Background: an optimization exercise with open tools, aiming at small area, a short achievable clock period and few clock cycles per item. Do not read the settings as production practice.
At most, simulation tests tie the RTL to the original design; equivalence was not proved.
Function not checked in runs 1 to 4: the RTL went through the layout flow alone.
No activity file was given, so power comes from the tool's default toggle rates.

$ cat design/flow/flow/knobs.txt
SETUP_SLACK_MARGIN=5.8
$ cat design/flow/flow/run.sh
#!/bin/bash
# Own layout flow: the standard ORFS flow (standard.sh), unchanged synthesis,
# with the extra ORFS make variables listed in flow/knobs.txt (timing-repair
# effort). Each tool's output stays in orfs/logs; make's own output goes to
# run_standard.log in this folder.
set -euo pipefail
KNOBS=$(grep -v '^#' flow/knobs.txt | tr '\n' ' ')
bash standard.sh $KNOBS finish > run_standard.log 2>&1
$ cat design/flow/standard.sh
#!/bin/bash
# synth_recipe.tcl (not shown) runs the flow's synth.tcl, then flattens the netlist and writes it again
# the make line also repeats each setting of config.mk as NAME=value (left out here)
make -C /OpenROAD-flow-scripts/flow DESIGN_CONFIG=/design/flow/config.mk WORK_HOME=/design/flow/orfs CLKGATE_MAP_FILE= SYNTH_SCRIPT=/design/flow/synth_recipe.tcl "${@:-finish}"
$ cat design/flow/constraint.sdc
create_clock -name core_clock -period 9.0 [get_ports {clk}]
set_input_delay 1.8000 -clock core_clock [delete_from_list [all_inputs] [get_ports {clk}]]
set_output_delay 1.8000 -clock core_clock [all_outputs]
set_load 0.01 [all_outputs]
$ cat design/flow/config.mk
export PLATFORM = sky130hd
export DESIGN_NAME = fc_layer_mac
export DESIGN_NICKNAME = fc_layer_mac
export VERILOG_FILES = /design/flow/design.v
export SDC_FILE = /design/flow/constraint.sdc
export NUM_CORES = 4
export LEC_CHECK = 0
export CAP_MARGIN = 20
export CORE_MARGIN = 2
export CORE_UTILIZATION = 40
export SLEW_MARGIN = 20
$ cat design/flow/design.v
module fc_layer_mac #(
    parameter int IN_DIM      = 256,
    parameter int OUT_DIM     = 32,
    parameter int IN_W        = 8,
    parameter int W_W         = 8,
    parameter int ACC_W       = 32,
    parameter int OUT_SHIFT   = 7,
    parameter int BIAS_LSHIFT = 7,
    parameter int RELU        = 1,
    parameter int OUT_W       = 8,
    parameter int WA_W        = $clog2(IN_DIM * OUT_DIM),
    parameter int BA_W        = (OUT_DIM > 1) ? $clog2(OUT_DIM) : 1
) (
    input  logic                    clk,
    input  logic                    rst_n,
    input  logic                    in_valid,
    output logic                    in_ready,
    input  logic signed [IN_W-1:0]  in_data,
    output logic [WA_W-1:0]         w_addr,
    input  logic signed [W_W-1:0]   w_q,
    output logic [BA_W-1:0]         b_addr,
    input  logic signed [W_W-1:0]   b_q,
    output logic                    out_valid,
    input  logic                    out_ready,
    output logic signed [OUT_W-1:0] out_data,
    output logic [BA_W-1:0]         out_idx,
    output logic                    out_last,
    output logic                    busy
);
    localparam int CNT_W = $clog2(IN_DIM);
    localparam int SW    = 23;    
    localparam logic [CNT_W-1:0] LAST_I = CNT_W'(IN_DIM - 1);
    localparam logic [BA_W-1:0]  LAST_O = BA_W'(OUT_DIM - 1);
    localparam logic [BA_W-1:0]  PH_MUL = BA_W'(1);   
    localparam logic [BA_W-1:0]  PH_TAP = BA_W'(4);   
    logic             running;    
    logic [BA_W-1:0]  oa;         
    logic [CNT_W-1:0] ia;         
    logic             pact0;      
    logic             pfirst0;    
    logic                   a_valid;
    logic                   a_rdy;     
    logic signed [IN_W-1:0] a_data;
    logic                   a_last;    
    logic [3:0]             bd_one;    
    logic [3:0]             bd_two;
    logic [3:0]             bd_neg;
    logic                   pact_m;    
    logic                   pfirst_m;
    logic signed [W_W-1:0]  w_r;
    logic signed [W_W-1:0]  b_r;
    logic signed [11:0]     ph_lo;     
    logic signed [12:0]     ph_hi;     
    logic [SW-1:0]          ring [OUT_DIM];
    logic             vec_fin;    
    logic [BA_W-1:0]  ext_idx;    
    logic             tap_match;  
    logic [1:0]       owed;       
    logic             busy_q;
    logic             ov_q;
    logic [OUT_W-1:0] od_q;
    logic [BA_W-1:0]  oi_q;
    logic             ol_q;
    logic in_fire;
    logic in_last;
    logic out_fire;
    logic decide;
    logic pend;
    logic start;
    logic consume;
    logic take;
    logic [OUT_W-1:0] res;
    assign in_fire  = in_valid & a_rdy;
    assign in_last  = pact0 ? (ia == LAST_I - CNT_W'(1)) : (ia == LAST_I);
    assign out_fire = out_ready & ov_q;
    assign decide   = ~running | (oa == LAST_O);
    assign pend     = running & (oa == LAST_O) & pact0;
    assign start    = decide & a_valid & ~vec_fin;
    assign consume  = running & (oa == PH_MUL) & pact0;
    always_ff @(posedge clk or negedge rst_n) begin
        if (!rst_n) begin
            running <= 1'b0;
            oa      <= '0;
            ia      <= '0;
            pact0   <= 1'b0;
            pfirst0 <= 1'b0;
            vec_fin <= 1'b0;
        end else begin
            if (start) begin
                running <= 1'b1;
            end
            if (running) begin
                oa <= oa + BA_W'(1);
            end
            if (pend) begin
                ia <= ia + CNT_W'(1);
            end
            if (decide) begin
                pact0   <= start;
                pfirst0 <= pend ? (ia == LAST_I) : (ia == '0);
            end
            if (start && a_last) begin
                vec_fin <= 1'b1;
            end else if (take && ext_idx == LAST_O) begin
                vec_fin <= 1'b0;
            end
        end
    end
    always_ff @(posedge clk or negedge rst_n) begin
        if (!rst_n) begin
            a_valid <= 1'b0;
            a_rdy   <= 1'b0;
        end else if (in_fire) begin
            a_valid <= 1'b1;
            a_rdy   <= 1'b0;
        end else if (consume) begin
            a_valid <= 1'b0;
            a_rdy   <= 1'b1;
        end else begin
            a_rdy   <= ~a_valid;
        end
    end
    always_ff @(posedge clk) begin
        if (a_rdy) begin
            a_data <= in_data;
            a_last <= in_last;
        end
    end
    always_ff @(posedge clk or negedge rst_n) begin
        if (!rst_n) begin
            pact_m   <= 1'b0;
            pfirst_m <= 1'b0;
        end else if (running && oa == PH_MUL) begin
            pact_m   <= pact0;
            pfirst_m <= pact0 & pfirst0;
        end
    end
    always_ff @(posedge clk) begin
        if (running && oa == PH_MUL) begin
            for (int k = 0; k < 4; k++) begin
                bd_one[k] <= a_data[2*k] ^ ((k == 0) ? 1'b0 : a_data[2*k-1]);
                bd_two[k] <= (a_data[2*k+1] & ~a_data[2*k] & ~((k == 0) ? 1'b0 : a_data[2*k-1]))
                           | (~a_data[2*k+1] & a_data[2*k] & ((k == 0) ? 1'b0 : a_data[2*k-1]));
                bd_neg[k] <= a_data[2*k+1] & ~(a_data[2*k] & ((k == 0) ? 1'b0 : a_data[2*k-1]));
            end
        end
    end
    function automatic logic signed [9:0] bpp(input logic one, input logic two,
                                              input logic neg,
                                              input logic signed [7:0] w);
        logic signed [9:0] m;
        m = one ? {{2{w[7]}}, w} : two ? {w[7], w, 1'b0} : 10'sd0;
        bpp = m ^ {10{neg}};
    endfunction
    logic signed [11:0] pp0, pp1;
    logic signed [12:0] pp2, pp3;
    assign pp0 = bpp(bd_one[0], bd_two[0], bd_neg[0], w_r);
    assign pp1 = bpp(bd_one[1], bd_two[1], bd_neg[1], w_r);
    assign pp2 = bpp(bd_one[2], bd_two[2], bd_neg[2], w_r);
    assign pp3 = bpp(bd_one[3], bd_two[3], bd_neg[3], w_r);
    always_ff @(posedge clk) begin
        w_r <= w_q;
        b_r <= b_q;
        if (pact_m) begin
            ph_lo <= pp0 + (pp1 <<< 2) + {9'd0, bd_neg[1], 1'b0, bd_neg[0]};
            ph_hi <= pp2 + (pp3 <<< 2) + {10'd0, bd_neg[3], 1'b0, bd_neg[2]} + 13'sd1016;
        end else begin
            ph_lo <= '0;
            ph_hi <= '0;
        end
    end
    always_ff @(posedge clk) begin
        ring[0] <= ring[OUT_DIM-1] + SW'(ph_lo) + (SW'(ph_hi) << 4);
        for (int k = 1; k < OUT_DIM - 1; k++) begin
            ring[k] <= ring[k-1];
        end
        if (pfirst_m) begin
            ring[OUT_DIM-1] <= {{(SW-W_W-BIAS_LSHIFT){1'b0}}, ~b_r[W_W-1], b_r[W_W-2:0],
                                {BIAS_LSHIFT{1'b0}}};
        end else begin
            ring[OUT_DIM-1] <= ring[OUT_DIM-2];
        end
    end
    always_comb begin
        if (ring[0][SW-1]) begin
            res = {1'b0, {(OUT_W-1){1'b1}}};
        end else if (&ring[0][SW-2:OUT_SHIFT+OUT_W-1]) begin
            res = {1'b0, ring[0][OUT_SHIFT+OUT_W-2:OUT_SHIFT]};
        end else begin
            res = '0;
        end
    end
    assign take = vec_fin & tap_match & (~ov_q | out_ready);
    always_ff @(posedge clk or negedge rst_n) begin
        if (!rst_n) begin
            ext_idx   <= '0;
            tap_match <= 1'b0;
            ov_q      <= 1'b0;
            owed      <= 2'd0;
            busy_q    <= 1'b0;
        end else begin
            if (take) begin
                ext_idx <= ext_idx + BA_W'(1);
            end
            tap_match <= take | (oa - (PH_TAP - BA_W'(1)) == ext_idx);
            if (take) begin
                ov_q <= 1'b1;
            end else if (out_ready) begin
                ov_q <= 1'b0;
            end
            case ({in_fire & in_last, out_fire & ol_q})
                2'b10: begin owed <= owed + 2'd1; busy_q <= 1'b1; end
                2'b01: begin owed <= owed - 2'd1; busy_q <= (owed != 2'd1); end
                default: ;
            endcase
        end
    end
    always_ff @(posedge clk) begin
        if (take) begin
            od_q <= res;
            oi_q <= ext_idx;
            ol_q <= (ext_idx == LAST_O);
        end
    end
    assign in_ready  = a_rdy;
    assign w_addr    = {oa, ia};
    assign b_addr    = oa;
    assign out_valid = ov_q;
    assign out_data  = od_q;
    assign out_idx   = oi_q;
    assign out_last  = ol_q;
    assign busy      = busy_q;
endmodule
==> results of run 1 <==
power by group:
part | internal, mW | switching (mW) | leakage (nW)
logic | 0.0697 | 0.0654 | 2.94
clock network | 1.71 | 1.33 | 1.19
registers | 3.78 | 0.0295 | 6.96
cell usage in the layout, fill, tap and decap left out, types with 5 or more instances in the layout:
cell,netlist,final
dfxtp_1,777,775
clkdlybuf4s50_1,0,27
o21ai_0,46,44
a21oi_1,36,36
a21o_1,26,26
buf_4,6,25
nor2_1,37,37
nor2b_1,26,25
and3_1,10,10
ha_1,78,77
dfrtp_1,31,22
nand2_1,69,69
xnor2_1,35,35
clkbuf_16,0,74
dlygate4sd2_1,0,31
clkbuf_1,17,18
nand2b_1,11,11
nand4_1,9,9
a31oi_1,8,8
mux2_2,12,12
clkbuf_8,0,12
fa_1,19,19
nand3_1,11,11
inv_1,32,32
xor2_1,49,49
and2_1,5,5
edfxtp_1,34,34
clkinv_2,0,14
nor3_1,5,5
dfrtp_2,0,9
a22oi_1,10,10
flip-flops by register name, indices dropped and copies added (netlist names), 2 cells and up:
signal,cells
a_data,8
owed,2
bd_one,4
bd_two,4
oa,5
ph_lo,12
oi_q,5
bd_neg,4
ext_idx,5
b_r,8
w_r,8
ia,8
od_q,7
ring,736
ph_hi,13
repair_timing:
action,in CTS,in global routing
resized for setup,44,8
hold buffers,0,0
endpoints found under the setup margin,41,10
setup buffers,14,6
per-stage QoR:
step / std cells / util, % / setup WS, ns / power [mW]
finish: 2348 / 48.0 / 5.85 / 6.99
global route: 2347 / 48.0 / 5.66 / 7.27
CTS: 2341 / 47.8 / 5.69 / 7.09
detailed placement: 2192 / 43.2 / 5.61 / 4.03
global placement: 2192 / 43.2 / 5.70 / 4.03
floorplan: 1462 / - / 5.89 / 3.98
routing by layer:
metal / up-vias / wire, um
met5: - / 0
met4: 0 / 712
met1: 4710 / 15200
li1: 5068 / -
met3: 63 / 1580
met2: 203 / 12800
cell families after synthesis:
family / Yosys count
buffers and inverters: 64
AND/OR/NAND/NOR: 202
AO/OA/AOI/OAI: 154
other: 1
multiplexers: 16
XOR/XNOR: 86
adder cells (fa/ha/maj): 97
flip-flops: 842
layout make-up:
type | count | area, um^2 | share of cell area, %
flip-flops and latches | 842 | 17400 | 67.0
multi-input cells | 556 | 4350 | 16.8
clock buffers | 104 | 2080 | 8.04
well taps | 696 | 871 | 3.36
repair buffers | 86 | 762 | 2.94
clock inverters | 31 | 364 | 1.40
inverters | 32 | 120 | 0.463
diodes | 1 | 2.50 | 0.00966
path summary, 6_finish.rpt:
path                                 start     endpoint  slack (ns)  cells past startpoint
max in group asynchronous            rst_n        ia[2]        7.06                      2
worst min-delay path            ring[8][7]   ring[9][7]        0.31                      0
worst max register to register   ph_lo[11]  ring[0][22]        5.94                      9
worst min register to register  ring[8][7]   ring[9][7]        0.31                      0
min in group asynchronous            rst_n         ov_q        1.58                      2
worst max-delay path                 oa[1]    b_addr[1]        5.85                      1
==> metrics.md, run 1 <==
| Metric | Value |
|---|---|
| Routability cong. | `0.805` |
| Pwr Density | `270 mW/mm^2` |
| Die footprint | `0.0568 mm^2` |
| DRT Pass-1 Iters | `4` |
| Post-synthesis share of cell area spent on full adders, half adders and majority gates | `6.18%` |
| Layout cell share with drive strength beyond 1 | `10.9%` |
| Slowest cell on crit path | `dfrtp_2` |
| Nets | `1717` |
| Endpoints failing setup | `0` |
| TritonCTS Buffers | `74` |
| Final hold slack | `0.314 ns` |
| Chip Height | `238 um` |
| Actual slew at the worst max-slew pin | `0.654 ns` |
| Max capacitance violation total | `0` |
| I/O Buffers | `61` |
| Fill count | `4668` |
| Largest net degree at the start of global routing | `32` |
| Hpwl dp | `18.7 mm` |
| Layer with the highest usage | `met2` |
| Area post-placement | `0.0233 mm^2` |
| Post-synth EDFFs | `34` |
| Avg Cell Area, Syn | `15.0 um^2` |
| Post-synthesis compound-gate area fraction | `4.53%` |
| Die width | `238 um` |
| Final worst path period need | `3.15 ns` |
| Critical path's largest stage delay | `0.44 ns` |
| Overall global routing resource usage | `11.1%` |
| Synthesis-stage register bit count | `842` |
| Synth cell types | `57` |
| Clock Pin Slew Worst Setup and Hold Paths | `0.07 ns` |
| Drt first-iter violations | `380` |
| Clock latency (worst-skew pair) | `0.62 ns` |
| VDD IR-drop max | `0.237 mV` |
| Crit path cell chain | `dlygate4sd2_1` |
| RSZ-0062 raised after global routing | `true` |
| Sink Count | `842` |
| Main flop type after synthesis | `dfxtp_1` |
| Antenna violations before repair | `0` |
| CTS tree | `built` |
| H-Tree Depth | `3` |
| Most frequent cell after synthesis | `dfxtp_1` |
| Routed wire length | `30.3 mm` |
| # DRC | `0` |
| Starting Density | `40.6%` |
| Clock Path Buffers | `3` |
| Fin. Hold Viols | `0` |
| Worst endpoint required time | `7.20 ns` |
| Crit path max fanout | `3` |
| IO Count | `63` |
| Mapped Nets | `1587` |
| Startpoint Class | `register` |
| Max transition margin | `56.3%` |
| Routed wire length per instance | `12.9 um` |
| Via density per instance | `4.28` |
| Status | `timing/DRC/antenna clean` |
| Root Buffer | `clkbuf_16` |
| Syn Inst Count | `1462` |
| Post-route cell area | `0.0259 mm^2` |
| Vias post-DR | `10000` |
| Crit path buf inv count | `1` |
| Fin crit share | `35.0%` |
| P_leak | `11.1 nW` |
| Yosys top cell by area | `dfxtp_1` |
| Gr ovfl total | `0` |
| Post-synth top cells | `dfxtp_1, ha_1, nand2_1, xor2_1, o21ai_0` |
| Area grow syn2layout | `18.1%` |
| FFs w/ async S/R, synth | `3.68%` |
| Row count | `85` |
| Multiplexer share of the synthesized area | `0.798%` |
| Vias in the first global route | `10100` |
| Grt met3 use | `3.14%` |
| Skew final | `0.0322 ns` |
| Final max-slew violation count | `0` |
| Synthesized area | `0.0219 mm^2` |
| Sequential cell area fraction in the yosys report | `79.1%` |
| Synth top area cells | `dfxtp_1, edfxtp_1, ha_1` |
| Global routing usage on met2 | `16.4%` |
| Top-area cell type share of the netlist area | `70.9%` |
| Xor-xnor portion of the synthesized cell area | `3.58%` |
| Core area | `0.0540 mm^2` |
| CP Class | `register to output pin` |
| Simple-gate area share of the yosys netlist | `4.58%` |
| Routed Antenna Nets | `0` |
| Worst min path class | `register to register` |
| Crit path max-delay family | `flip-flops` |
| Yosys warns | `2` |
| Met1 usage | `15.3%` |
| Largest family of logic cells by synthesized area | `adder cells` |
| Fin Setup TNS | `0 ns` |
| Setup crit end kind | `output pin` |
| First-pass GRT wire length | `50.6 mm` |
| Max Fclk | `317 MHz` |
| CP Data Arrival Time | `1.35 ns` |
==> run 2: changes to the inputs <==
==> design/flow/flow/knobs.txt (replaced) <==
SETUP_SLACK_MARGIN=6.1
==> run 2 against run 1 <==
  * Clock power grew 11%
  * Worst hold slack gained 0.0050 ns
  * Register-to-register slack improved by 0.17 ns
  * Via count grew 1.5%
  * Combinational power is 8% higher
  * Critical path depth stayed put
  * Core utilization increased by 1.1 points
  * Die area did not move
  * Clock skew down 0.013 ns
==> metrics.md, run 2 <==
| Metric | Value |
|---|---|
| Status | `timing/DRC/antenna clean` |
| Starting Density | `40.6% (unchanged)` |
| Via density per instance | `4.27 (-0.12%)` |
| Nets | `1750 (+1.9%)` |
| Setup crit end kind | `output pin` |
| I/O Buffers | `61 (unchanged)` |
| Worst endpoint required time | `7.20 ns (about the same)` |
| Yosys top cell by area | `dfxtp_1` |
| Vias in the first global route | `10400 (+3.0%)` |
| CTS tree | `built` |
| Top-area cell type share of the netlist area | `70.9% (unchanged)` |
| Vias post-DR | `10200 (+1.5%)` |
| Worst min path class | `register to register` |
| Die width | `238 um (unchanged)` |
| Commonest non-fill, non-tap cell in the layout | `dfxtp_1` |
| # DRC | `0 (unchanged)` |
| Setup ws final | `5.99 ns (+0.146 ns)` |
| Crit path buf inv count | `1 (unchanged)` |
| Row count | `85 (unchanged)` |
| Area grow syn2layout | `20.9%` |
| Slowest cell on crit path | `dfrtp_2` |
| Met1 usage | `15.2% (-0.11 points)` |
| Most frequent cells in the layout | `dfxtp_1, clkbuf_16, ha_1` |
| Routed wire length | `31.3 mm (+3.2%)` |
| P_int | `5.86 mW (+5.3%)` |
| Post-synth EDFFs | `34 (unchanged)` |
| Max transition margin | `65.0% (+8.7 points)` |
| Switch Pwr | `1.47 mW (+3.2%)` |
| DRT Pass-1 Iters | `5 (+1)` |
| Gr ovfl total | `0 (unchanged)` |
| TritonCTS Buffers | `78 (+5.4%)` |
| Post-synth top cells | `dfxtp_1, ha_1, nand2_1, xor2_1, o21ai_0` |
| Sequential cell area fraction in the yosys report | `79.1% (unchanged)` |
| Reg power frac | `52.0% (-2.5 points)` |
| Largest net degree at the start of global routing | `32 (unchanged)` |
| Layout cell share with drive strength beyond 1 | `16.7% (+5.8 points)` |
| Global routing usage on met2 | `17.4% (+0.97 points)` |
| Fin. Hold Viols | `0 (unchanged)` |
| Fin Setup TNS | `0 ns (unchanged)` |
| VDD IR-drop max | `0.175 mV (-26%)` |
| H-Tree Depth | `3 (unchanged)` |
| Yosys warns | `2 (unchanged)` |
| Syn Inst Count | `1462 (unchanged)` |
| Tot Pwr | `7.33 mW (+4.9%)` |
| Grt met3 use | `3.12% (-0.012 points)` |
| Critical path's largest stage delay | `0.45 ns (about the same)` |
| Antenna violations before repair | `1 (+1)` |
| Layer with the highest usage | `met2` |
| P_leak | `11.4 nW (+2.3%)` |
| Skew final | `0.0196 ns (-0.0126 ns)` |
| Endpoints failing setup | `0 (unchanged)` |
| Clock Pin Slew Worst Setup and Hold Paths | `0.06 ns (about the same)` |
| Switching part of the total | `20.1% (-0.32 points)` |
| Synth cell types | `57 (unchanged)` |
| Crit path max-delay family | `flip-flops` |
| Post-place setup slack | `5.72 ns (+0.104 ns)` |
| RSZ-0062 raised after global routing | `true` |
| Root Buffer | `clkbuf_16` |
| Routability cong. | `0.828 (+2.9%)` |
| Hpwl dp | `18.7 mm (-0.17%)` |
| Area post-placement | `0.0233 mm^2 (about the same)` |
| Most frequent cell after synthesis | `dfxtp_1` |
| Largest regs | `ring: 736 flops, ph_hi: 13 flops, ph_lo: 12 flops` |
| Routed Antenna Nets | `0 (unchanged)` |
| Die footprint | `0.0568 mm^2 (unchanged)` |
| Max capacitance violation total | `0 (unchanged)` |
| Overall global routing resource usage | `11.5% (+0.35 points)` |
| Final core occ | `49.1% (+1.1 points)` |
| Post-route cell area | `0.0265 mm^2 (+2.4%)` |
| Final worst path period need | `3.01 ns (-0.146 ns)` |
| Core area | `0.0540 mm^2 (unchanged)` |
| Diode count | `0 (-1)` |
| Chip Height | `238 um (unchanged)` |
| Max reg flops | `736 (unchanged)` |
| Final max-slew violation count | `0 (unchanged)` |
| Max Fclk | `333 MHz (+4.9%)` |
| Actual slew at the worst max-slew pin | `0.523 ns (-0.131 ns)` |
| Synth top area cells | `dfxtp_1, edfxtp_1, ha_1` |
| Routed wire length per instance | `13.1 um (+1.6%)` |
| Combinational power share | `2.0% (about the same)` |
| Avg Cell Area, Syn | `15.0 um^2 (unchanged)` |
| R2r setup slk | `6.11 ns (+0.17 ns)` |
| CP Data Arrival Time | `1.21 ns (-0.14 ns)` |
| Clock Path Buffers | `3 (unchanged)` |
| CP Class | `register to output pin` |
| Crit path max fanout | `3 (unchanged)` |
| Crit path cell chain | `buf_6` |
| First-pass GRT wire length | `52.2 mm (+3.2%)` |
| Synthesized area | `0.0219 mm^2 (unchanged)` |
| FFs w/ async S/R, synth | `3.68% (unchanged)` |
| Most flops, register | `ring` |
| Sink Count | `842 (unchanged)` |
| IO Count | `63 (unchanged)` |
| Clock latency (worst-skew pair) | `0.61 ns (about the same)` |
| Pwr Density | `276 mW/mm^2 (+2.4%)` |
| Drt first-iter violations | `395 (+3.9%)` |
| Mapped Nets | `1587 (unchanged)` |
| Clk pwr share | `46.0% (+2.4 points)` |
| Synthesis-stage register bit count | `842 (unchanged)` |
| Startpoint Class | `register` |
| Main flop type after synthesis | `dfxtp_1` |
| Fin crit share | `33.4% (-1.6 points)` |
## run 2: timing repair
item	4_1_cts	5_1_grt
setup buffers	23	25
cloned	0	0
hold buffers	0	0
gates resized for setup	166	32
endpoints found under the setup margin	44	50
pin swaps	5	5
## run 2: power by group through the flow
stage	clock network, mW	logic [mW]	registers [mW]
floorplan	0	0.0942	3.88
global placement	0	0.131	3.89
detailed placement	0	0.136	3.90
CTS	3.47	0.140	3.81
global route	3.62	0.163	3.81
finish	3.37	0.146	3.81
## run 2: logic make-up after synthesis
group | share of synthesized area [%]
AO/OA/AOI/OAI | 4.53
XOR/XNOR | 3.58
adder cells (fa/ha/maj) | 6.18
buffers and inverters | 1.24
flip-flops | 79.1
multiplexers | 0.798
other | 0.0171
AND/OR/NAND/NOR | 4.58
## run 2: layout make-up
type	count	area [um^2]
clock buffer	109	2270
timing repair buffer	115	941
sequential	842	17400
tap	696	871
multi-input combinational	556	4480
inverter	32	120
fill	4591	27500
clock inverter	36	480
## run 2: worst register-to-register path, delay by kind of cell (launching register included)
| family | cells | cell delay (ns) |
|---|---|---|
| AND/OR/NAND/NOR | 2 | 0.12 |
| XOR/XNOR | 1 | 0.16 |
| adder cells (fa/ha/maj) | 2 | 0.49 |
| AO/OA/AOI/OAI | 6 | 1.13 |
| buffers and inverters | 2 | 0.29 |
| flip-flops | 1 | 0.44 |
| multiplexers | 1 | 0.20 |
## run 2: through the flow
step                hold WS, ns  std cells
floorplan                 0.310       1462
global placement          0.310       2193
detailed placement        0.312       2193
CTS                       0.314       2361
global route              0.318       2386
finish                    0.319       2386
## run 2: metal layers
| metal | up-vias | part of all wire [%] | routed length [um] |
|---|---|---|---|
| met5 | - | 0.042 | 13 |
| li1 | 5141 | - | - |
| met4 | 2 | 2.8 | 891 |
| met1 | 4807 | 49 | 15300 |
| met2 | 173 | 43 | 13500 |
| met3 | 71 | 5.0 | 1570 |
## run 2: path summary, 6_finish.rpt
| kind | cells past startpoint | to | from |
|---|---|---|---|
| worst min register to register | 0 | ring[15][9] | ring[14][9] |
| worst max-delay path | 1 | b_addr[3] | oa[3] |
| min in group asynchronous | 2 | ov_q | rst_n |
| max in group asynchronous | 2 | ia[2] | rst_n |
| worst max register to register | 14 | ph_hi[11] | bd_one[2] |
| worst min-delay path | 0 | ring[15][9] | ring[14][9] |
==> run 3: changes to the inputs <==
==> design/flow/flow/knobs.txt (replaced) <==
SETUP_SLACK_MARGIN=6.1
CTS_CLUSTER_SIZE=30
CTS_CLUSTER_DIAMETER=80
==> run 3 against run 2 <==
  * First-iteration DRC count up 15%
  * Largest power group unchanged
  * Critical path type unchanged
  * Cell count down 4.4%
  * Synthesized area unchanged
==> metrics.md, run 3 <==
| Metric | Value |
|---|---|
| Clock latency (worst-skew pair) | `0.57 ns (-0.04 ns)` |
| RSZ-0062 raised after global routing | `true` |
| Clock Pin Slew Worst Setup and Hold Paths | `0.11 ns (+0.05 ns)` |
| Yosys top cell by area | `dfxtp_1` |
| Slowest cell on crit path | `dfrtp_2` |
| Hold_buf cts | `0 (unchanged)` |
| Die footprint | `0.0568 mm^2 (unchanged)` |
| P_leak | `10.5 nW (-7.8%)` |
| Final core occ | `45.9% (-3.3 points)` |
| Main flop type after synthesis | `dfxtp_1` |
| Pwr Density | `233 mW/mm^2 (-16%)` |
| Diode count | `0 (unchanged)` |
| Crit path max fanout | `3 (unchanged)` |
| Nets | `1701 (-2.8%)` |
| Post-place setup slack | `5.72 ns (unchanged)` |
| Syn Inst Count | `1462 (unchanged)` |
| Actual slew at the worst max-slew pin | `0.561 ns (+0.0382 ns)` |
| Setup crit end kind | `output pin` |
| Starting Density | `40.6% (unchanged)` |
| Largest net degree at the start of global routing | `32 (unchanged)` |
| Crit path buf inv count | `1 (unchanged)` |
| Fin. Hold Viols | `0 (unchanged)` |
| Routed wire length | `29.9 mm (-4.6%)` |
| Synth cell types | `57 (unchanged)` |
| Vias post-DR | `9773 (-4.1%)` |
| Commonest non-fill, non-tap cell in the layout | `dfxtp_1` |
| Overall global routing resource usage | `10.8% (-0.62 points)` |
| CP Class | `register to output pin` |
| Crit path max-delay family | `flip-flops` |
| Endpoints failing setup | `0 (unchanged)` |
| Fin crit share | `33.0% (-0.38 points)` |
| Skew final | `0.0160 ns (-0.00358 ns)` |
| Final max-slew violation count | `0 (unchanged)` |
| TritonCTS Buffers | `35 (-55%)` |
| Via density per instance | `4.29 (+0.33%)` |
| H-Tree Depth | `2 (-1)` |
| Post-placement cell count | `2193 (unchanged)` |
| Row count | `85 (unchanged)` |
| Post-synth top cells | `dfxtp_1, ha_1, nand2_1, xor2_1, o21ai_0` |
| Status | `timing/DRC/antenna clean` |
| Final worst path period need | `2.97 ns (-0.0340 ns)` |
| Area grow syn2layout | `12.9%` |
| I/O Buffers | `61 (unchanged)` |
| Vias in the first global route | `9900 (-5.0%)` |
| Core area | `0.0540 mm^2 (unchanged)` |
| Worst endpoint required time | `7.20 ns (about the same)` |
| Max transition margin | `62.6% (-2.4 points)` |
| Max reg flops | `736 (unchanged)` |
| Most flops, register | `ring` |
| Fin Setup TNS | `0 ns (unchanged)` |
| Routed wire length per instance | `13.1 um (-0.17%)` |
| FFs w/ async S/R, synth | `3.68% (unchanged)` |
| # DRC | `0 (unchanged)` |
| Max Fclk | `336 MHz (+1.1%)` |
| Most frequent cell after synthesis | `dfxtp_1` |
| Most frequent cells in the layout | `dfxtp_1, ha_1, nand2_1` |
| Critical path's largest stage delay | `0.46 ns (about the same)` |
| Hpwl dp | `18.7 mm (unchanged)` |
| Drt first-iter violations | `453 (+15%)` |
| Max capacitance violation total | `0 (unchanged)` |
| Antenna violations before repair | `1 (unchanged)` |
| Post-synth EDFFs | `34 (unchanged)` |
| First-pass GRT wire length | `49.8 mm (-4.6%)` |
| Gr ovfl total | `0 (unchanged)` |
| Routed Antenna Nets | `0 (unchanged)` |
| Sequential cell area fraction in the yosys report | `79.1% (unchanged)` |
| Final hold slack | `0.321 ns (+0.00162 ns)` |
| CP Data Arrival Time | `1.17 ns (-0.04 ns)` |
| Yosys warns | `2 (unchanged)` |
| Crit path cell chain | `buf_6` |
| DRT Pass-1 Iters | `8 (+3)` |
| VDD IR-drop max | `0.152 mV (-13%)` |
| Root Buffer | `clkbuf_16` |
| Synthesis-stage register bit count | `842 (unchanged)` |
| CTS tree | `built` |
| Avg Cell Area, Syn | `15.0 um^2 (unchanged)` |
| Layout cell share with drive strength beyond 1 | `11.9% (-4.8 points)` |
| Routability cong. | `0.828 (unchanged)` |
| Sink Count | `842 (unchanged)` |
| Largest regs | `ring: 736 flops, ph_hi: 13 flops, ph_lo: 12 flops` |
| Synthesized area | `0.0219 mm^2 (unchanged)` |
| IO Count | `63 (unchanged)` |
| Chip Height | `238 um (unchanged)` |
| Clock Path Buffers | `3 (unchanged)` |
| Startpoint Class | `register` |
| Top-area cell type share of the netlist area | `70.9% (unchanged)` |
| Die width | `238 um (unchanged)` |
| Non-filler cells, final | `2280 (-4.4%)` |
| Synth top area cells | `dfxtp_1, edfxtp_1, ha_1` |
| Worst min path class | `register to register` |
| Setup ws final | `6.03 ns (+0.0340 ns)` |
| Mapped Nets | `1587 (unchanged)` |
[run 3: area by class of cell]
class	instances	area (um^2)
sequential	842	17400
inverter	32	120
timing repair buffer	109	898
clock inverter	8	120
multi-input combinational	556	4490
tap	696	871
fill	4747	29200
clock buffer	37	905
[run 3: cells by family after synthesis]
group | synth area share [%]
multiplexers | 0.798
AND/OR/NAND/NOR | 4.58
flip-flops | 79.1
buffers and inverters | 1.24
XOR/XNOR | 3.58
adder cells (fa/ha/maj) | 6.18
AO/OA/AOI/OAI | 4.53
other | 0.0171
[run 3: metrics by stage]
stage	cell area (um^2)	total power, mW
global placement	23300	4.03
CTS	24500	5.86
global route	24800	6.02
finish	24800	5.78
floorplan	22000	3.98
detailed placement	23300	4.03
[run 3: worst paths after layout]
check / start / cells after the start / slack, ns / to
worst min-delay path: ring[7][19] / 0 / 0.32 / ring[8][19]
worst max-delay path: oa[0] / 1 / 6.03 / w_addr[8]
worst max register to register: bd_one[2] / 13 / 6.12 / ph_hi[11]
worst min register to register: ring[7][19] / 0 / 0.32 / ring[8][19]
max in group asynchronous: rst_n / 2 / 7.05 / oa[3]
min in group asynchronous: rst_n / 2 / 1.63 / ov_q
[run 3: routing by layer]
layer / global-route usage, % / up-vias / wire length (um)
met2: 16.5 / 126 / 12600
met1: 15.1 / 4621 / 15200
met4: 3.43 / 2 / 688
met5: 0 / - / 13
li1: - / 4978 / -
met3: 2.94 / 46 / 1420
[run 3: repair_timing]
action / CTS / global route
setup buffers: 24 / 18
endpoints found under the setup margin: 45 / 49
pin swaps: 6 / 10
gates resized for setup: 168 / 30
[run 3: report_power, final]
part / switching [mW] / internal, mW
combinational: 0.0694 / 0.0767
clock: 1.06 / 0.764
sequential: 0.0316 / 3.78
==> run 4: changes to the inputs <==
--- a/design/flow/design.v
+++ b/design/flow/design.v
@@ -49,8 +49,8 @@
     logic                   pfirst_m;
     logic signed [W_W-1:0]  w_r;
     logic signed [W_W-1:0]  b_r;
-    logic signed [11:0]     ph_lo;     
-    logic signed [12:0]     ph_hi;     
+    logic [12:0]            ph_lo;     
+    logic [12:0]            ph_hi;     
     logic [SW-1:0]          ring [OUT_DIM];
     logic             vec_fin;    
     logic [BA_W-1:0]  ext_idx;    
@@ -145,38 +145,37 @@
             end
         end
     end
-    function automatic logic signed [9:0] bpp(input logic one, input logic two,
-                                              input logic neg,
-                                              input logic signed [7:0] w);
-        logic signed [9:0] m;
-        m = one ? {{2{w[7]}}, w} : two ? {w[7], w, 1'b0} : 10'sd0;
-        bpp = m ^ {10{neg}};
+    function automatic logic [9:0] brow(input logic one, input logic two,
+                                        input logic neg,
+                                        input logic signed [7:0] w);
+        logic [9:0] m;
+        m = one ? {{2{w[7]}}, w} : two ? {w[7], w, 1'b0} : 10'd0;
+        m = m ^ {10{neg}};
+        brow = {~m[9], m[8:0]};
     endfunction
-    logic signed [11:0] pp0, pp1;
-    logic signed [12:0] pp2, pp3;
-    assign pp0 = bpp(bd_one[0], bd_two[0], bd_neg[0], w_r);
-    assign pp1 = bpp(bd_one[1], bd_two[1], bd_neg[1], w_r);
-    assign pp2 = bpp(bd_one[2], bd_two[2], bd_neg[2], w_r);
-    assign pp3 = bpp(bd_one[3], bd_two[3], bd_neg[3], w_r);
+    logic [9:0] r0, r1, r2, r3;
+    assign r0 = brow(bd_one[0], bd_two[0], bd_neg[0], w_r);
+    assign r1 = brow(bd_one[1], bd_two[1], bd_neg[1], w_r);
+    assign r2 = brow(bd_one[2], bd_two[2], bd_neg[2], w_r);
+    assign r3 = brow(bd_one[3], bd_two[3], bd_neg[3], w_r);
     always_ff @(posedge clk) begin
         w_r <= w_q;
         b_r <= b_q;
         if (pact_m) begin
-            ph_lo <= pp0 + (pp1 <<< 2) + {9'd0, bd_neg[1], 1'b0, bd_neg[0]};
-            ph_hi <= pp2 + (pp3 <<< 2) + {10'd0, bd_neg[3], 1'b0, bd_neg[2]} + 13'sd1016;
+            ph_lo <= 13'(r0) + {1'b0, r1, 2'b00} + {10'd0, bd_neg[1], 1'b0, bd_neg[0]};
+            ph_hi <= 13'(r2) + {1'b0, r3, 2'b00} + {10'd0, bd_neg[3], 1'b0, bd_neg[2]};
         end else begin
             ph_lo <= '0;
             ph_hi <= '0;
         end
     end
     always_ff @(posedge clk) begin
-        ring[0] <= ring[OUT_DIM-1] + SW'(ph_lo) + (SW'(ph_hi) << 4);
+        ring[0] <= ring[OUT_DIM-1] + SW'(ph_lo) + {6'd0, ph_hi, 4'd0};
         for (int k = 1; k < OUT_DIM - 1; k++) begin
             ring[k] <= ring[k-1];
         end
         if (pfirst_m) begin
-            ring[OUT_DIM-1] <= {{(SW-W_W-BIAS_LSHIFT){1'b0}}, ~b_r[W_W-1], b_r[W_W-2:0],
-                                {BIAS_LSHIFT{1'b0}}};
+            ring[OUT_DIM-1] <= {8'd43, ~b_r[W_W-1], b_r[W_W-2:0], {BIAS_LSHIFT{1'b0}}};
         end else begin
             ring[OUT_DIM-1] <= ring[OUT_DIM-2];
         end
==> run 4 against run 3 <==
  * Cell area fell by 0.61%
  * Via count rose by 1.5%
  * Clock power barely moved
  * Register-to-register slack gained 0.08 ns
  * Critical path depth unchanged
  * Core utilization fell by 0.28 points
  * Critical path type unchanged
==> metrics.md, run 4 <==
| Metric | Value |
|---|---|
| Root Buffer | `clkbuf_16` |
| Actual slew at the worst max-slew pin | `0.670 ns (+0.109 ns)` |
| Synth cell types | `62 (+8.8%)` |
| Die width | `238 um (about the same)` |
| Slowest cell on crit path | `edfxtp_1` |
| Final max-slew violation count | `0 (unchanged)` |
| Critical path's largest stage delay | `0.43 ns (-0.03 ns)` |
| H-Tree Depth | `2 (unchanged)` |
| RR Startpoint | `bd_one[2]` |
| Mapped Nets | `1587 (unchanged)` |
| Routability cong. | `0.804 (-2.9%)` |
| DRT Pass-1 Iters | `5 (-3)` |
| Layout cell share with drive strength beyond 1 | `11.6% (-0.32 points)` |
| Largest regs | `ring: 736 flops, ph_hi: 13 flops, ph_lo: 13 flops` |
| Max Fclk | `336 MHz (about the same)` |
| Fin Setup TNS | `0 ns (unchanged)` |
| Overall global routing resource usage | `10.9% (+0.062 points)` |
| Chip Height | `238 um (about the same)` |
| Worst endpoint required time | `7.20 ns (about the same)` |
| Vias post-DR | `9922 (+1.5%)` |
| Crit path max fanout | `2 (-1)` |
| Antenna violations before repair | `0 (-1)` |
| P_leak | `10.2 nW (-2.1%)` |
| Yosys top cell by area | `dfxtp_1` |
| Vias in the first global route | `9815 (-0.86%)` |
| Pwr Density | `234 mW/mm^2 (+0.19%)` |
| Sequential cell area fraction in the yosys report | `79.2% (+0.096 points)` |
| Worst setup path startpoint | `ol_q` |
| RSZ-0062 raised after global routing | `true` |
| Routed Antenna Nets | `0 (unchanged)` |
| Routed wire length per instance | `13.2 um (+0.74%)` |
| Clock latency (worst-skew pair) | `0.57 ns (about the same)` |
| Post-route cell area | `0.0246 mm^2 (-0.61%)` |
| Area grow syn2layout | `12.2%` |
| Sink Count | `843 (+0.12%)` |
| Most frequent cells in the layout | `dfxtp_1, nand2_1, ha_1` |
| Die footprint | `0.0567 mm^2 (about the same)` |
| Row count | `85 (unchanged)` |
| Post-synth top cells | `dfxtp_1, ha_1, nand2_1, o21ai_0, xnor2_1` |
| CP endpoint | `out_last` |
| Routed wire length | `30.1 mm (+0.74%)` |
| Worst reg2reg path depth | `11 (-2)` |
| VDD IR-drop max | `0.147 mV (-2.8%)` |
| Max reg flops | `736 (unchanged)` |
| Hold_buf cts | `0 (unchanged)` |
| IO Count | `63 (unchanged)` |
| Area post-placement | `0.0233 mm^2 (-0.24%)` |
| Startpoint Class | `register` |
| Reg-to-reg endpoint | `ph_hi[9]` |
| Synthesized area | `0.0219 mm^2 (about the same)` |
| Status | `timing/DRC/antenna clean` |
| Post-synth EDFFs | `34 (unchanged)` |
| Hpwl dp | `19.0 mm (+1.6%)` |
| TritonCTS Buffers | `35 (unchanged)` |
| Worst min path class | `register to register` |
| Most flops, register | `ring` |
| Top-area cell type share of the netlist area | `71.0% (+0.095 points)` |
| Via density per instance | `4.35 (+1.5%)` |
| Fin crit share | `33.0% (about the same)` |
| Most frequent cell after synthesis | `dfxtp_1` |
| Starting Density | `40.6% (about the same)` |
| Crit path cell chain | `buf_2` |
| Endpoints failing setup | `0 (unchanged)` |
| Crit path max-delay family | `flip-flops` |
| WP depth | `1 (unchanged)` |
| Final worst path period need | `2.97 ns (+0.00131 ns)` |
| # DRC | `0 (unchanged)` |
| First-pass GRT wire length | `50.2 mm (+0.90%)` |
| Max capacitance violation total | `0 (unchanged)` |
| Yosys warns | `2 (unchanged)` |
| Synth top area cells | `dfxtp_1, edfxtp_1, ha_1` |
| Diode count | `0 (unchanged)` |
| Max transition margin | `54.8% (-7.7 points)` |
| Syn Inst Count | `1473 (+0.75%)` |
| FFs w/ async S/R, synth | `3.68% (-0.0044 points)` |
| Avg Cell Area, Syn | `14.9 um^2 (-0.75%)` |
| CTS tree | `built` |
| Fin. Hold Viols | `0 (unchanged)` |
| Skew final | `0.0216 ns (+0.00558 ns)` |
| Clock Pin Slew Worst Setup and Hold Paths | `0.11 ns (about the same)` |
| Largest net degree at the start of global routing | `32 (unchanged)` |
| Gr ovfl total | `0 (unchanged)` |
| Crit path buf inv count | `1 (unchanged)` |
| Setup crit end kind | `output pin` |
| CP Class | `register to output pin` |
| Clock Path Buffers | `3 (unchanged)` |
| Drt first-iter violations | `376 (-17%)` |
| I/O Buffers | `61 (unchanged)` |
| CP Data Arrival Time | `1.17 ns (about the same)` |
| Synthesis-stage register bit count | `843 (+0.12%)` |
| Commonest non-fill, non-tap cell in the layout | `dfxtp_1` |
| Main flop type after synthesis | `dfxtp_1` |
| R2r setup slk | `6.20 ns (+0.08 ns)` |
| Nets | `1689 (-0.71%)` |
| Core area | `0.0540 mm^2 (unchanged)` |
-- run 4: cell count changes after synthesis, moves of 6 or more --
| cell | delta |
|---|---|
| nor2b_1 | -6 |
| nand3_1 | +10 |
| fa_1 | -9 |
| nor3b_1 | +6 |
| nor2_1 | -7 |
| xor2_1 | -15 |
| xnor2_1 | +6 |
-- run 4: area by class of cell --
cell class	instances	area, um^2
Clock buffer	39	901
Clock inverter	7	104
Fill cell	4748	29400
Inverter	27	101
Multi-Input combinational cell	568	4420
Sequential cell	843	17400
Tap cell	696	871
Timing Repair Buffer	100	838
-- run 4: how the worst min path moves through the flow --
stage / from / end / slack (ns) / cells after the start
detailed placement: ring[15][16] / ring[16][16] / 0.31 / 0
finish: ring[3][8] / ring[4][8] / 0.32 / 0
floorplan: ring[9][0] / ring[10][0] / 0.31 / 0
CTS: ring[28][12] / ring[29][12] / 0.32 / 0
global route: ring[7][8] / ring[8][8] / 0.32 / 0
global placement: ring[27][8] / ring[28][8] / 0.31 / 0
-- run 4: cell families after synthesis --
| group | share of synthesized area, % |
|---|---|
| mux | 0.901 |
| fa+ha+maj | 5.25 |
| other cells | 0.0171 |
| simple gates | 5.15 |
| buf+inv | 1.36 |
| xor+xnor | 3.14 |
| flops | 79.2 |
| compound gates | 5.02 |
-- run 4: per-layer routing --
layer,global-route usage (%),share of wire (%),up-vias
met4,3.48,2.4,0
met2,16.7,43,163
li1,-,-,5049
met3,2.80,5.0,45
met1,15.1,50,4665
met5,0,0,-
-- run 4: metrics by stage --
step                      setup WS (ns)  hold WS, ns  instances  util [%]  power, mW
after floorplan                    6.13        0.310       1473         -       3.98
after global placement             5.26        0.310       2200      43.1       4.03
after detailed placement           5.22        0.312       2200      43.1       4.03
after CTS                          5.98        0.319       2277      45.3       5.84
after global routing               5.98        0.325       2280      45.6       6.00
final                              6.03        0.322       2280      45.6       5.76
-- run 4: report_power, final --
part	internal, mW	switching, mW	total [mW]	leakage [nW]
Combinational	0.0746	0.0689	0.143	2.78
Sequential	3.78	0.0305	3.81	6.97
Clock	0.743	1.06	1.80	0.488
Total	4.60	1.16	5.76	10.2
-- run 4: what timing repair did --
action,4_1_cts,5_1_grt
endpoints found under the setup margin,55,42
pin swaps,0,9
gates resized for setup,174,38
setup buffers,31,3
==> run 5: changes to the inputs <==
--- a/design/flow/design.v
+++ b/design/flow/design.v
@@ -190,6 +190,8 @@
         end
     end
     assign take = vec_fin & tap_match & (~ov_q | out_ready);
+    logic [BA_W-1:0] tap_nxt;
+    assign tap_nxt = oa - 5'd3;
     always_ff @(posedge clk or negedge rst_n) begin
         if (!rst_n) begin
             ext_idx   <= '0;
@@ -201,7 +203,7 @@
             if (take) begin
                 ext_idx <= ext_idx + BA_W'(1);
             end
-            tap_match <= take | (oa - (PH_TAP - BA_W'(1)) == ext_idx);
+            tap_match <= take | (tap_nxt == ext_idx);
             if (take) begin
                 ov_q <= 1'b1;
             end else if (out_ready) begin
==> run 5 against run 4 <==
  * Still clean on timing, DRC and antenna
  * Cell count fell by 0.26%
  * Sequential share of layout area rose by 0.22 points
  * Register-to-register slack barely moved
  * Routed wire length rose by 0.76%
  * Sequential power barely moved
  * Clock power rose by 6%
  * Via count fell by 1.9%
  * Worst hold slack got worse by 0.0078 ns
  * Fmax fell by 2.5%
  * First-iteration DRC count rose by 19%
  * Non-clock buffer count rose by 15
  * Core utilization rose by 0.13 points
  * Critical endpoint is now w_addr[12]
  * Largest cell class unchanged
  * Largest power group unchanged
==> metrics.md, run 5 <==
| Metric | Value |
|---|---|
| Status | `timing/DRC/antenna clean` |
| Most frequent cells in the layout | `dfxtp_1, nand2_1, ha_1` |
| Routed Antenna Nets | `0 (unchanged)` |
| Post-placement cell count | `2170 (-1.4%)` |
| Post-synth EDFFs | `34 (unchanged)` |
| Global routing usage on met2 | `16.7% (-0.084 points)` |
| R2r setup slk | `6.19 ns (about the same)` |
| Sink Count | `843 (unchanged)` |
| Startpoint Class | `register` |
| Worst endpoint required time | `7.20 ns (about the same)` |
| Hpwl dp | `18.4 mm (-3.1%)` |
| VDD IR-drop max | `0.136 mV (-7.7%)` |
| Mapped Nets | `1557 (-1.9%)` |
| Avg Cell Area, Syn | `15.0 um^2 (+0.79%)` |
| Met1 usage | `15.5% (+0.39 points)` |
| Grt met3 use | `2.49% (-0.30 points)` |
| Routability cong. | `0.782 (-2.7%)` |
| CP endpoint | `w_addr[12]` |
| Reg-to-reg endpoint | `ph_lo[12]` |
| Skew final | `0.0238 ns (+0.00218 ns)` |
| I/O Buffers | `61 (unchanged)` |
| Vias in the first global route | `9782 (-0.34%)` |
| TritonCTS Buffers | `36 (+2.9%)` |
| DRT Pass-1 Iters | `4 (-1)` |
| Clock Pin Slew Worst Setup and Hold Paths | `0.11 ns (about the same)` |
| Fin Setup TNS | `0 ns (unchanged)` |
| Gr ovfl total | `0 (unchanged)` |
| Layout cell share with drive strength beyond 1 | `11.9% (+0.23 points)` |
| Area grow syn2layout | `13.3%` |
| Synthesis-stage register bit count | `843 (unchanged)` |
| Pwr Density | `238 mW/mm^2 (+2.0%)` |
| Final max-slew violation count | `0 (unchanged)` |
| Endpoints failing setup | `0 (unchanged)` |
| Drt first-iter violations | `449 (+19%)` |
| Top-area cell type share of the netlist area | `71.9% (+0.91 points)` |
| H-Tree Depth | `2 (unchanged)` |
| Most frequent cell after synthesis | `dfxtp_1` |
| CP Class | `register to output pin` |
| Nets | `1678 (-0.65%)` |
| Largest regs | `ring: 736 flops, ph_hi: 13 flops, ph_lo: 13 flops` |
| Synth cell types | `59 (-4.8%)` |
| Worst min path class | `register to register` |
| Core area | `0.0537 mm^2 (-0.59%)` |
| First-pass GRT wire length | `49.8 mm (-0.81%)` |
| Syn Inst Count | `1443 (-2.0%)` |
| Clock latency (worst-skew pair) | `0.57 ns (about the same)` |
| Post-synth top cells | `dfxtp_1, ha_1, nand2_1, xnor2_1, o21ai_0` |
| Sequential cell area fraction in the yosys report | `80.2% (+1.0 points)` |
| Max Fclk | `328 MHz (-2.5%)` |
| # DRC | `0 (unchanged)` |
| Fin. Hold Viols | `0 (unchanged)` |
| Synthesized area | `0.0217 mm^2 (-1.3%)` |
| Main flop type after synthesis | `dfxtp_1` |
| Die footprint | `0.0560 mm^2 (-1.2%)` |
| Diode count | `0 (unchanged)` |
| Largest net degree at the start of global routing | `32 (unchanged)` |
| Most flops, register | `ring` |
| Root Buffer | `clkbuf_16` |
| RR Startpoint | `bd_neg[0]` |
| Max reg flops | `736 (unchanged)` |
| Synth top area cells | `dfxtp_1, edfxtp_1, ha_1` |
| Clock Path Buffers | `3 (unchanged)` |
| Starting Density | `40.3% (-0.27 points)` |
| Antenna violations before repair | `1 (+1)` |
| Layer with the highest usage | `met2` |
| Max transition margin | `49.4% (-5.4 points)` |
| Vias post-DR | `9732 (-1.9%)` |
| Chip Height | `237 um (-0.62%)` |
| Yosys top cell by area | `dfxtp_1` |
| Setup crit end kind | `output pin` |
| Final core occ | `45.7% (+0.13 points)` |
| Die width | `237 um (-0.62%)` |
| FFs w/ async S/R, synth | `3.68% (unchanged)` |
| CP Data Arrival Time | `1.25 ns (+0.08 ns)` |
| Max capacitance violation total | `0 (unchanged)` |
| CTS tree | `built` |
| Crit path max fanout | `3 (+1)` |
| Actual slew at the worst max-slew pin | `0.757 ns (+0.0870 ns)` |
| Overall global routing resource usage | `11.0% (+0.14 points)` |
| Worst setup path startpoint | `oa[4]` |
| RSZ-0062 raised after global routing | `true` |
| Non-filler cells, final | `2274 (-0.26%)` |
| IO Count | `63 (unchanged)` |
| Worst reg2reg path depth | `8 (-3)` |
| Fin crit share | `33.9% (+0.84 points)` |
| Yosys warns | `2 (unchanged)` |
| Final worst path period need | `3.05 ns (+0.0760 ns)` |
| Commonest non-fill, non-tap cell in the layout | `dfxtp_1` |
| Routed wire length per instance | `13.3 um (+1.0%)` |
| Via density per instance | `4.28 (-1.7%)` |
| P_leak | `10.3 nW (+0.44%)` |
| Row count | `85 (unchanged)` |
| Routed wire length | `30.3 mm (+0.76%)` |
-- run 5: logic make-up after synthesis --
kind of cell,share of synthesized area (%)
adders and majority gates,5.31
AOI/OAI and AO/OA,4.24
xor gates and xnor gates,3.64
DFF,80.2
buffers and inverters,1.14
and+or+nand+nor,4.71
other,0.0173
muxes,0.762
-- run 5: worst min path at each step --
stage,startpoint,endpoint,slack [ns],cells after the start
floorplan,ring[9][0],ring[10][0],0.31,0
global placement,ring[1][22],ring[2][22],0.31,0
detailed placement,ring[20][22],ring[21][22],0.31,0
CTS,ring[13][16],ring[14][16],0.32,0
global route,ring[13][16],ring[14][16],0.32,0
finish,ring[13][16],ring[14][16],0.31,0
-- run 5: area by class of cell --
type	instances	area (um^2)
clock buffers	45	977
inverters	21	78.8
flip-flops and latches	843	17400
multi-input cells	547	4170
repair buffers	115	945
fillers	4694	29200
clock inverters	7	118
well taps	696	871
-- run 5: where the power goes --
group	switching, mW	internal, mW	total, mW
Combinational	0.0683	0.0767	0.145
Clock	1.09	0.804	1.90
Sequential	0.0305	3.78	3.81
-- run 5: repair_timing --
action,CTS,global route
resized for setup,164,33
setup endpoints to repair,70,53
setup buffers,37,13
pin swaps,2,7
cloned,0,2
hold buffers,0,0
-- run 5: per-layer routing --
metal  up-vias  wire length [um]
met5         -                 0
met4         0               855
met3        57              1330
met2       141             12500
met1      4595             15600
li1       4939                 -
-- run 5: critical path: stages, from the launching register on --
cell	delay [ns]
dfrtp_2	0.45
buf_6	0.12
buf_6	0.11
-- run 5: stage by stage --
stage	hold WS (ns)	setup WS [ns]	area (um^2)	power, mW
floorplan	0.310	6.15	21700	3.98
global placement	0.310	5.21	23000	4.03
detailed placement	0.312	5.15	23000	4.03
CTS	0.316	5.87	24400	5.93
global route	0.322	5.88	24600	6.09
finish	0.314	5.95	24600	5.85
Testbench counts of run 5, summed over its fixed seeds: cycles 262,976, vectors 32.

[port drivers added, routing unchanged]
No port has a modelled driver above. Below, the same layouts with a new extraction and two added sets of constraints. Step 1 (the two cells are an assumption about what drives the block):
set clk [get_ports {clk}]
set_driving_cell -lib_cell sky130_fd_sc_hd__clkbuf_16 $clk
set_driving_cell -lib_cell sky130_fd_sc_hd__buf_2 [delete_from_list [all_inputs] $clk]
Step 2 also shifts input and output timing later by t, the mid clock arrival at the registers, as if the neighbouring blocks saw the same clock. Slacks: no drivers / after step 1 / after step 2; pairs: no drivers / after step 1.
| run | t (ns) | setup slack, ns | worst setup path at the end | clock arrival spread, ns | worst slew at a driven data input, ns |
|---|---|---|---|---|---|
| run 1 | 0.651 | 5.848 / 5.798 / 5.733 | input to register | 0.034 / 0.035 | 0.09 |
| run 2 | 0.657 | 5.994 / 5.942 / 5.715 | input to register | 0.020 / 0.020 | 0.08 |
| run 3 | 0.617 | 6.028 / 5.978 / 5.731 | input to register | 0.028 / 0.027 | 0.08 |
| run 4 | 0.615 | 6.027 / 5.976 / 5.588 | input to register | 0.023 / 0.023 | 0.05 |
| run 5 | 0.613 | 5.951 / 5.898 / 5.562 | input to register | 0.028 / 0.027 | 0.05 |
After both steps every run listed still meets setup and hold. For run 4, which loses most, drivers alone change the setup slack by -0.051 ns; drivers and shift together by -0.439 ns.
